Source: an optimization exercise on an open RTL-to-GDS flow (aim: small area, a short achievable clock period and few clock cycles). Production flows keep margins and buffers that such runs may drop.
Function was checked by simulation only, so behaviour that the tests miss may differ from the original.

== build 82 ==
==> flow/design.v (excerpt) <==
module sha256_msg_padder #(
  parameter int LEN_W   = 64,
  parameter int TIMEOUT = 4096
) (
  input  logic                   Clk,
  input  logic                   Rst,
  input  logic [7:0]             i_Byte,
  input  logic                   i_fValid,
  input  logic                   i_fLast,
  output logic                   o_fReady,
  output logic [SHA_BLOCK_W-1:0] o_Data,
  output logic                   o_fStart,
  output logic                   o_fFirst,
  input  logic                   i_fDone,
  output logic                   o_fMsgDone,
  output logic                   o_fErr
);
Size: about 1500 cells after synthesis, ~1100 flip-flops, roughly 530 I/O pins.
clock: 5.0 ns
lec_check: 0
cap_margin: 20
core_margin: 2
core_utilization: 40
cts_cluster_diameter: 150
cts_cluster_size: 30
setup_slack_margin: 2.8
slew_margin: 20
standard.sh (not shown) runs the stock make flow with config.mk's settings and CLKGATE_MAP_FILE= SYNTH_SCRIPT=/design/flow/synth_recipe.tcl, a recipe that flattens the netlist after the stock synthesis.
==> flow/flow/run.sh <==
#!/bin/bash
# Own layout flow: the standard layout with two changes:
# - the port buffers are sky130_fd_sc_hd__buf_2 (buffer_ports' default pick is
#   a delay cell, clkdlybuf4s50_1);
# - after global placement the output buffers, and the registers that drive
#   only them, are moved next to their pins (flow/obuf_near_driver.tcl).
set -euo pipefail
WORK=$(cd "$(dirname "$0")/.." && pwd)
cd "$WORK"
bash standard.sh "BUFFER_PORTS_ARGS=-buffer_cell sky130_fd_sc_hd__buf_2" \
  "POST_GLOBAL_PLACE_TCL=$WORK/flow/obuf_near_driver.tcl" \
  "POST_DETAIL_ROUTE_TCL=$WORK/flow/unfirm.tcl" finish \
  > "$WORK/standard_finish.log" 2>&1
==> flow/flow/obuf_near_driver.tcl <==
# After global placement, for each output port whose register drives only the
# port's buffer, the register and the buffer are placed side by side on free,
# legal sites in the rows next to the port's pin; any other output buffer goes
# next to the cell that drives it. The buffers keep their size (dont_touch) so
# the registers see a small load. The placed pairs are held (FIRM) while
# detailed placement legalizes the rest around them and in later steps;
# flow/unfirm.tcl releases them (placement and dont_touch) after detailed
# routing, before the final global_connect.
set block [ord::get_db_block]
set core [$block getCoreArea]
set cx0 [$core xMin]; set cy0 [$core yMin]; set cx1 [$core xMax]; set cy1 [$core yMax]
set rows [$block getRows]
set row0 [lindex $rows 0]
set rowh [[$row0 getSite] getHeight]
set sitew [[$row0 getSite] getWidth]
set nrows [llength $rows]
foreach row $rows {
  set r [expr { ([lindex [$row getOrigin] 1] - $cy0) / $rowh }]
  set orient($r) [$row getOrient]
  set occ($r) {}
}
foreach inst [$block getInsts] {
  if { [$inst isFixed] } {
    set l [$inst getLocation]
    set r [expr { ([lindex $l 1] - $cy0) / $rowh }]
    if { [info exists occ($r)] } {
      lappend occ($r) [list [lindex $l 0] [expr { [lindex $l 0] + [[$inst getMaster] getWidth] }]]
    }
  }
}
proc snapdn { x x0 w } { expr { $x0 + int(floor(double($x - $x0) / $w)) * $w } }
proc snapup { x x0 w } { expr { $x0 + int(ceil(double($x - $x0) / $w)) * $w } }
# first free x >= x for width w in a row's interval list, or "" past hi
proc free_right { ivs x w hi x0 sw } {
  set x [snapup $x $x0 $sw]
  set moved 1
  while { $moved } {
    set moved 0
    foreach iv $ivs {
      if { [lindex $iv 0] < $x + $w && [lindex $iv 1] > $x } {
        set x [snapup [lindex $iv 1] $x0 $sw]; set moved 1
      }
    }
  }
  if { $x + $w > $hi } { return "" }
  return $x
}
# last free x <= x for width w, or "" below lo
proc free_left { ivs x w lo x0 sw } {
  set x [snapdn $x $x0 $sw]
  set moved 1
  while { $moved } {
    set moved 0
    foreach iv $ivs {
      if { [lindex $iv 0] < $x + $w && [lindex $iv 1] > $x } {
        set x [snapdn [expr { [lindex $iv 0] - $w }] $x0 $sw]; set moved 1
      }
    }
  }
  if { $x < $lo } { return "" }
  return $x
}

set pairs {}
set near_drv 0
foreach bterm [$block getBTerms] {
  if { [$bterm getIoType] != "OUTPUT" } { continue }
  set net [$bterm getNet]
  if { $net == "NULL" } { continue }
  set bpins [$bterm getBPins]
  if { [llength $bpins] == 0 } { continue }
  set bb [[lindex $bpins 0] getBBox]
  set px [expr { ([$bb xMin] + [$bb xMax]) / 2 }]
  set py [expr { ([$bb yMin] + [$bb yMax]) / 2 }]
  set buf ""
  foreach it [$net getITerms] {
    if { [$it isOutputSignal] } { set buf [$it getInst] }
  }
  if { $buf == "" } { continue }
  $buf setDoNotTouch 1
  set innet ""
  foreach it [$buf getITerms] {
    if { [$it isInputSignal] } { set innet [$it getNet] }
  }
  if { $innet == "" || $innet == "NULL" } { continue }
  set drv ""; set nload 0
  foreach it [$innet getITerms] {
    if { [$it isOutputSignal] } { set drv [$it getInst] } elseif { [$it isInputSignal] } { incr nload }
  }
  if { $drv == "" } { continue }
  if { $nload == 1 && [[$drv getMaster] isSequential] } {
    if { $px <= $cx0 } { set side L } elseif { $px >= $cx1 } { set side R } elseif { $py <= $cy0 } { set side B } else { set side T }
    set key [expr { $side == "L" || $side == "R" ? $py : $px }]
    lappend pairs [list $side $key $px $py $buf $drv]
  } else {
    set loc [$drv getLocation]
    $buf setLocation [lindex $loc 0] [lindex $loc 1]
    incr near_drv
  }
}

set firm {}
set placed 0
foreach p [lsort -integer -index 1 $pairs] {
  lassign $p side key px py buf drv
  set fw [[$drv getMaster] getWidth]
  set bw [[$buf getMaster] getWidth]
  set w [expr { $fw + $bw }]
  set r0 [expr { min(max(int(($py - $cy0) / $rowh), 0), $nrows - 1) }]
  set best ""; set bestcost 0
  if { $side == "B" || $side == "T" } {
    set want [expr { $px - $w / 2 }]
    for { set k 0 } { $k < 20 } { incr k } {
      set r [expr { $side == "B" ? $k : $nrows - 1 - $k }]
      foreach x [list [free_right $occ($r) $want $w $cx1 $cx0 $sitew] [free_left $occ($r) $want $w $cx0 $cx0 $sitew]] {
        if { $x == "" } { continue }
        set cost [expr { abs($x - $want) + $k * $rowh }]
        if { $best == "" || $cost < $bestcost } { set best [list $r $x]; set bestcost $cost }
      }
    }
  } else {
    for { set k -24 } { $k <= 24 } { incr k } {
      set r [expr { $r0 + $k }]
      if { $r < 0 || $r >= $nrows } { continue }
      if { $side == "L" } {
        set x [free_right $occ($r) $cx0 $w $cx1 $cx0 $sitew]
        if { $x == "" } { continue }
        set cost [expr { ($x - $cx0) + abs($k) * $rowh }]
      } else {
        set x [free_left $occ($r) [expr { $cx1 - $w }] $w $cx0 $cx0 $sitew]
        if { $x == "" } { continue }
        set cost [expr { ($cx1 - $w - $x) + abs($k) * $rowh }]
      }
      if { $best == "" || $cost < $bestcost } { set best [list $r $x]; set bestcost $cost }
    }
  }
  if { $best == "" } { continue }
  lassign $best r x
  set y [expr { $cy0 + $r * $rowh }]
  # the buffer on the pin's side of the register
  if { $side == "L" || (($side == "B" || $side == "T") && $px < $x + $w / 2) } {
    set bx $x; set fx [expr { $x + $bw }]
  } else {
    set fx $x; set bx [expr { $x + $fw }]
  }
  foreach {inst ix} [list $drv $fx $buf $bx] {
    $inst setOrient $orient($r)
    $inst setLocation $ix $y
    $inst setPlacementStatus FIRM
  }
  lappend occ($r) [list $x [expr { $x + $w }]]
  incr placed
}
puts "obuf_near_driver: $placed of [llength $pairs] registers and buffers put by their pins, $near_drv buffers moved to their drivers"
detailed_placement
estimate_parasitics -placement
Other scripts of this flow, unchanged in this note and not shown: flow/flow/unfirm.tcl
Testbench counts of build 82, summed over its fixed seeds: cycles 56,712.
Relative to build 82, the following input files were edited for build 93:
==> flow/flow/run.sh <==
#!/bin/bash
# Own layout flow: the standard layout with two changes:
# - the port buffers are sky130_fd_sc_hd__buf_1 (buffer_ports' default pick is
#   a delay cell, clkdlybuf4s50_1);
# - after global placement the output buffers, and the registers that drive
#   only them, are moved next to their pins (flow/obuf_near_driver.tcl).
set -euo pipefail
WORK=$(cd "$(dirname "$0")/.." && pwd)
cd "$WORK"
bash standard.sh "BUFFER_PORTS_ARGS=-buffer_cell sky130_fd_sc_hd__buf_1" \
  "POST_GLOBAL_PLACE_TCL=$WORK/flow/obuf_near_driver.tcl" \
  "POST_DETAIL_ROUTE_TCL=$WORK/flow/unfirm.tcl" finish \
  > "$WORK/standard_finish.log" 2>&1
-- flow/flow/obuf_near_driver.tcl --
<<< build 82, line 1
# After global placement, for each output port whose register drives only the
# port's buffer, the register and the buffer are placed side by side on free,
# legal sites in the rows next to the port's pin; any other output buffer goes
# next to the cell that drives it. The buffers keep their size (dont_touch) so
# the registers see a small load. The placed pairs are held (FIRM) while
# detailed placement legalizes the rest around them and in later steps;
# flow/unfirm.tcl releases them (placement and dont_touch) after detailed
>>> build 93, line 1
# After global placement, for each output port whose register drives only the
# port's buffer (and perhaps the one gate that feeds its own D pin), the
# register and the buffer (and that gate) are placed side by side on free,
# legal sites in the rows next to the port's pin; any other output buffer goes
# next to the cell that drives it. The buffers keep their size (dont_touch) so
# the registers see a small load; the cells placed by the pins keep theirs too. The placed pairs are held (FIRM) while
# detailed placement legalizes the rest around them and in later steps;
# flow/unfirm.tcl releases them (placement and dont_touch) after detailed
<<< build 82, line 84
  }
  if { $innet == "" || $innet == "NULL" } { continue }
  set drv ""; set nload 0
  foreach it [$innet getITerms] {
    if { [$it isOutputSignal] } { set drv [$it getInst] } elseif { [$it isInputSignal] } { incr nload }
  }
  if { $drv == "" } { continue }
  if { $nload == 1 && [[$drv getMaster] isSequential] } {
    if { $px <= $cx0 } { set side L } elseif { $px >= $cx1 } { set side R } elseif { $py <= $cy0 } { set side B } else { set side T }
    set key [expr { $side == "L" || $side == "R" ? $py : $px }]
    lappend pairs [list $side $key $px $py $buf $drv]
  } else {
    set loc [$drv getLocation]
>>> build 93, line 85
  }
  if { $innet == "" || $innet == "NULL" } { continue }
  set drv ""; set nload 0; set others {}
  foreach it [$innet getITerms] {
    if { [$it isOutputSignal] } { set drv [$it getInst] } elseif { [$it isInputSignal] } {
      incr nload
      if { [$it getInst] != $buf } { lappend others [$it getInst] }
    }
  }
  if { $drv == "" } { continue }
  # a register whose other load is the gate driving its own D pin
  set fb ""
  if { $nload == 2 && [[$drv getMaster] isSequential] } {
    set g [lindex $others 0]
    set dnet ""
    foreach it [$drv getITerms] {
      if { [[$it getMTerm] getName] == "D" } { set dnet [$it getNet] }
    }
    if { $dnet != "" && $dnet != "NULL" } {
      foreach it [$dnet getITerms] {
        if { [$it isOutputSignal] && [$it getInst] == $g } { set fb $g }
      }
    }
  }
  if { ($nload == 1 || $fb != "") && [[$drv getMaster] isSequential] } {
    if { $px <= $cx0 } { set side L } elseif { $px >= $cx1 } { set side R } elseif { $py <= $cy0 } { set side B } else { set side T }
    set key [expr { $side == "L" || $side == "R" ? $py : $px }]
    lappend pairs [list $side $key $px $py $buf $drv $fb]
  } else {
    set loc [$drv getLocation]
<<< build 82, line 103
set placed 0
foreach p [lsort -integer -index 1 $pairs] {
  lassign $p side key px py buf drv
  set fw [[$drv getMaster] getWidth]
  set bw [[$buf getMaster] getWidth]
  set w [expr { $fw + $bw }]
  set r0 [expr { min(max(int(($py - $cy0) / $rowh), 0), $nrows - 1) }]
  set best ""; set bestcost 0
>>> build 93, line 121
set placed 0
foreach p [lsort -integer -index 1 $pairs] {
  lassign $p side key px py buf drv fb
  set fw [[$drv getMaster] getWidth]
  set gw [expr { $fb == "" ? 0 : [[$fb getMaster] getWidth] }]
  set bw [[$buf getMaster] getWidth]
  set w [expr { $fw + $bw + $gw }]
  set r0 [expr { min(max(int(($py - $cy0) / $rowh), 0), $nrows - 1) }]
  set best ""; set bestcost 0
<<< build 82, line 138
  lassign $best r x
  set y [expr { $cy0 + $r * $rowh }]
  # the buffer on the pin's side of the register
  if { $side == "L" || (($side == "B" || $side == "T") && $px < $x + $w / 2) } {
    set bx $x; set fx [expr { $x + $bw }]
  } else {
    set fx $x; set bx [expr { $x + $fw }]
  }
  foreach {inst ix} [list $drv $fx $buf $bx] {
    $inst setOrient $orient($r)
    $inst setLocation $ix $y
    $inst setPlacementStatus FIRM
  }
  lappend occ($r) [list $x [expr { $x + $w }]]
>>> build 93, line 157
  lassign $best r x
  set y [expr { $cy0 + $r * $rowh }]
  # the buffer on the pin's side of the register, the feedback gate on the other
  if { $side == "L" || (($side == "B" || $side == "T") && $px < $x + $w / 2) } {
    set bx $x; set fx [expr { $x + $bw }]; set gx [expr { $fx + $fw }]
  } else {
    set gx $x; set fx [expr { $x + $gw }]; set bx [expr { $fx + $fw }]
  }
  set moves [list $drv $fx $buf $bx]
  if { $fb != "" } { lappend moves $fb $gx }
  foreach {inst ix} $moves {
    $inst setOrient $orient($r)
    $inst setLocation $ix $y
    $inst setPlacementStatus FIRM
    $inst setDoNotTouch 1
  }
  lappend occ($r) [list $x [expr { $x + $w }]]
[summary]
Of build 82 and build 93, just one finished clean: build 82. Build 93 | ERROR | clock tree synthesis. Post-placement worst setup slack down 100 ps in build 93 wrt build 82. ~same number of nets produced by synthesis in build 82 and build 93. Comparing build 82 against build 93, there is no change at all in synthesized flop and latch total.
Setup changes, build 93 to build 7
==> flow/flow/run.sh <==
#!/bin/bash
# Own layout flow: the standard layout with two changes:
# - the port buffers are sky130_fd_sc_hd__buf_1 (buffer_ports' default pick is
#   a delay cell, clkdlybuf4s50_1);
# - after global placement the output buffers, and the registers that drive
#   only them, are moved next to their pins (flow/obuf_near_driver.tcl);
# - the pins are spread at least 2.2 um apart, so that the registers and
#   buffers placed by them crowd less.
set -euo pipefail
WORK=$(cd "$(dirname "$0")/.." && pwd)
cd "$WORK"
bash standard.sh "BUFFER_PORTS_ARGS=-buffer_cell sky130_fd_sc_hd__buf_1" \
  "POST_GLOBAL_PLACE_TCL=$WORK/flow/obuf_near_driver.tcl" \
  "POST_DETAIL_ROUTE_TCL=$WORK/flow/unfirm.tcl" \
  "PLACE_PINS_ARGS=-min_distance 2.2" finish \
  > "$WORK/standard_finish.log" 2>&1
-- flow/flow/obuf_near_driver.tcl --
<<< build 93, line 4
# legal sites in the rows next to the port's pin; any other output buffer goes
# next to the cell that drives it. The buffers keep their size (dont_touch) so
# the registers see a small load; the cells placed by the pins keep theirs too. The placed pairs are held (FIRM) while
# detailed placement legalizes the rest around them and in later steps;
# flow/unfirm.tcl releases them (placement and dont_touch) after detailed
# routing, before the final global_connect.
>>> build 7, line 4
# legal sites in the rows next to the port's pin; any other output buffer goes
# next to the cell that drives it. The buffers keep their size (dont_touch) so
# the registers see a small load; the feedback gates placed by the pins keep
# theirs too. The placed cells are held (FIRM) while detailed placement
# legalizes the rest around them and in later steps;
# flow/unfirm.tcl releases them (placement and dont_touch) after detailed
# routing, before the final global_connect.
<<< build 93, line 169
    $inst setLocation $ix $y
    $inst setPlacementStatus FIRM
    $inst setDoNotTouch 1
  }
  lappend occ($r) [list $x [expr { $x + $w }]]
>>> build 7, line 170
    $inst setLocation $ix $y
    $inst setPlacementStatus FIRM
    # (not the register: clock tree synthesis rewires its clock pin)
    if { $inst != $drv } { $inst setDoNotTouch 1 }
  }
  lappend occ($r) [list $x [expr { $x + $w }]]
[summary]
The log for build 93 ends in clock tree synthesis with error ODB-0370, so the run never completed. Build 7: it failed during I/O pin placement, and the tool reported PPL-0024. Diff build 93..build 7 | initial standard-cell utilization of the core | unchanged. Build 93 -> build 7: vertical extent of the die delta 0, exact match. Comparing build 7 against build 93, there is no change at all in summed instance area of the synthesized netlist. Re count of distinct cell types in the synthesized netlist: no difference whatsoever between build 7 and build 93. From build 93 to build 7, number of synthesized register bits did not move at all. X dimension of the die of build 7 is on par with build 93.
> inputs changed (build 7 -> build 9)
==> flow/flow/run.sh <==
#!/bin/bash
# Own layout flow: the standard layout with two changes:
# - the port buffers are sky130_fd_sc_hd__buf_1 (buffer_ports' default pick is
#   a delay cell, clkdlybuf4s50_1);
# - after global placement the output buffers, and the registers that drive
#   only them, are moved next to their pins (flow/obuf_near_driver.tcl).
set -euo pipefail
WORK=$(cd "$(dirname "$0")/.." && pwd)
cd "$WORK"
bash standard.sh "BUFFER_PORTS_ARGS=-buffer_cell sky130_fd_sc_hd__buf_1" \
  "POST_GLOBAL_PLACE_TCL=$WORK/flow/obuf_near_driver.tcl" \
  "POST_DETAIL_ROUTE_TCL=$WORK/flow/unfirm.tcl" finish \
  > "$WORK/standard_finish.log" 2>&1
-- flow/flow/obuf_near_driver.tcl --
<<< build 7, line 5
# next to the cell that drives it. The buffers keep their size (dont_touch) so
# the registers see a small load; the feedback gates placed by the pins keep
# theirs too. The placed cells are held (FIRM) while detailed placement
# legalizes the rest around them and in later steps;
# flow/unfirm.tcl releases them (placement and dont_touch) after detailed
# routing, before the final global_connect.
>>> build 9, line 5
# next to the cell that drives it. The buffers keep their size (dont_touch) so
# the registers see a small load; the feedback gates placed by the pins keep
# theirs too; a buffer whose pair lands more than 20 um from its pin is made a
# buf_4. The placed cells are held (FIRM) while detailed placement legalizes
# the rest around them and in later steps;
# flow/unfirm.tcl releases them (placement and dont_touch) after detailed
# routing, before the final global_connect.
<<< build 7, line 119
}

set firm {}
set placed 0
foreach p [lsort -integer -index 1 $pairs] {
  lassign $p side key px py buf drv fb
  set fw [[$drv getMaster] getWidth]
  set gw [expr { $fb == "" ? 0 : [[$fb getMaster] getWidth] }]
  set bw [[$buf getMaster] getWidth]
  set w [expr { $fw + $bw + $gw }]
  set r0 [expr { min(max(int(($py - $cy0) / $rowh), 0), $nrows - 1) }]
>>> build 9, line 120
}

# room is kept for a stronger buffer, used when a pair lands far from its pin
set bigbuf [[ord::get_db] findMaster sky130_fd_sc_hd__buf_4]
set firm {}
set placed 0; set upsized 0
foreach p [lsort -integer -index 1 $pairs] {
  lassign $p side key px py buf drv fb
  set fw [[$drv getMaster] getWidth]
  set gw [expr { $fb == "" ? 0 : [[$fb getMaster] getWidth] }]
  set bw [expr { max([[$buf getMaster] getWidth], [$bigbuf getWidth]) }]
  set w [expr { $fw + $bw + $gw }]
  set r0 [expr { min(max(int(($py - $cy0) / $rowh), 0), $nrows - 1) }]
<<< build 7, line 174
  }
  lappend occ($r) [list $x [expr { $x + $w }]]
  incr placed
}
puts "obuf_near_driver: $placed of [llength $pairs] registers and buffers put by their pins, $near_drv buffers moved to their drivers"
detailed_placement
estimate_parasitics -placement
>>> build 9, line 177
  }
  lappend occ($r) [list $x [expr { $x + $w }]]
  if { abs($bx - $px) + abs($y - $py) > 20 * [$block getDbUnitsPerMicron] } {
    $buf swapMaster $bigbuf
    incr upsized
  }
  incr placed
}
puts "obuf_near_driver: $placed of [llength $pairs] registers and buffers put by their pins ($upsized buffers upsized), $near_drv buffers moved to their drivers"
detailed_placement
estimate_parasitics -placement
Results
- The adder and majority gate portion of the synthesized area of build 7 and that of build 9 are within noise of each other.
- Re count of cell types in the netlist: no difference whatsoever between build 9 and build 7.
- Comparing build 7 against build 9, there is no change at all in netlist area before placement.
- From build 7 to build 9, mux share of post-synthesis cell area did not move at all.
- As far as simple logic cell fraction of the synthesized area goes, build 9 and build 7 are indistinguishable; the numbers are identical.
- Count of mapped cells out of synthesis came out exactly the same in build 7 and build 9.
- | synthesized net count | build 9 vs build 7 | ≈ equal |
- Build 9: ODB-0368 in global placement -> run aborted
- Sequential share of the synthesized area came out exactly the same in build 7 and build 9.
- Mean cell area of the mapped netlist: build 7 vs build 9 identical
- Reported for build 7 and build 9, initial core utilization turned out identical to the last digit.

what the ideal ports hide:
No port has a modelled driver above. Below, the same layout with a new extraction and two added sets of constraints.
Step 1 (the two cells are an assumption about what drives the block):
set clk [get_ports {Clk}]
set_driving_cell -lib_cell sky130_fd_sc_hd__clkbuf_16 $clk
set_driving_cell -lib_cell sky130_fd_sc_hd__buf_2 [delete_from_list [all_inputs] $clk]
Step 2 also shifts input and output timing later by t, the mid clock arrival at the registers, as if the neighbouring blocks saw the same clock.
Three values: ideal ports, drivers, drivers and shift; two values: the first two.
run: build 82
t (ns): 0.663
setup WS [ns]: 2.840 / 2.782 / 2.286
hold WS [ns]: 0.432 / 0.432 / 0.432
After both steps build 82 still meets setup and hold. The setup slack of build 82 moves by -0.058 ns with the drivers and by -0.554 ns with both steps.
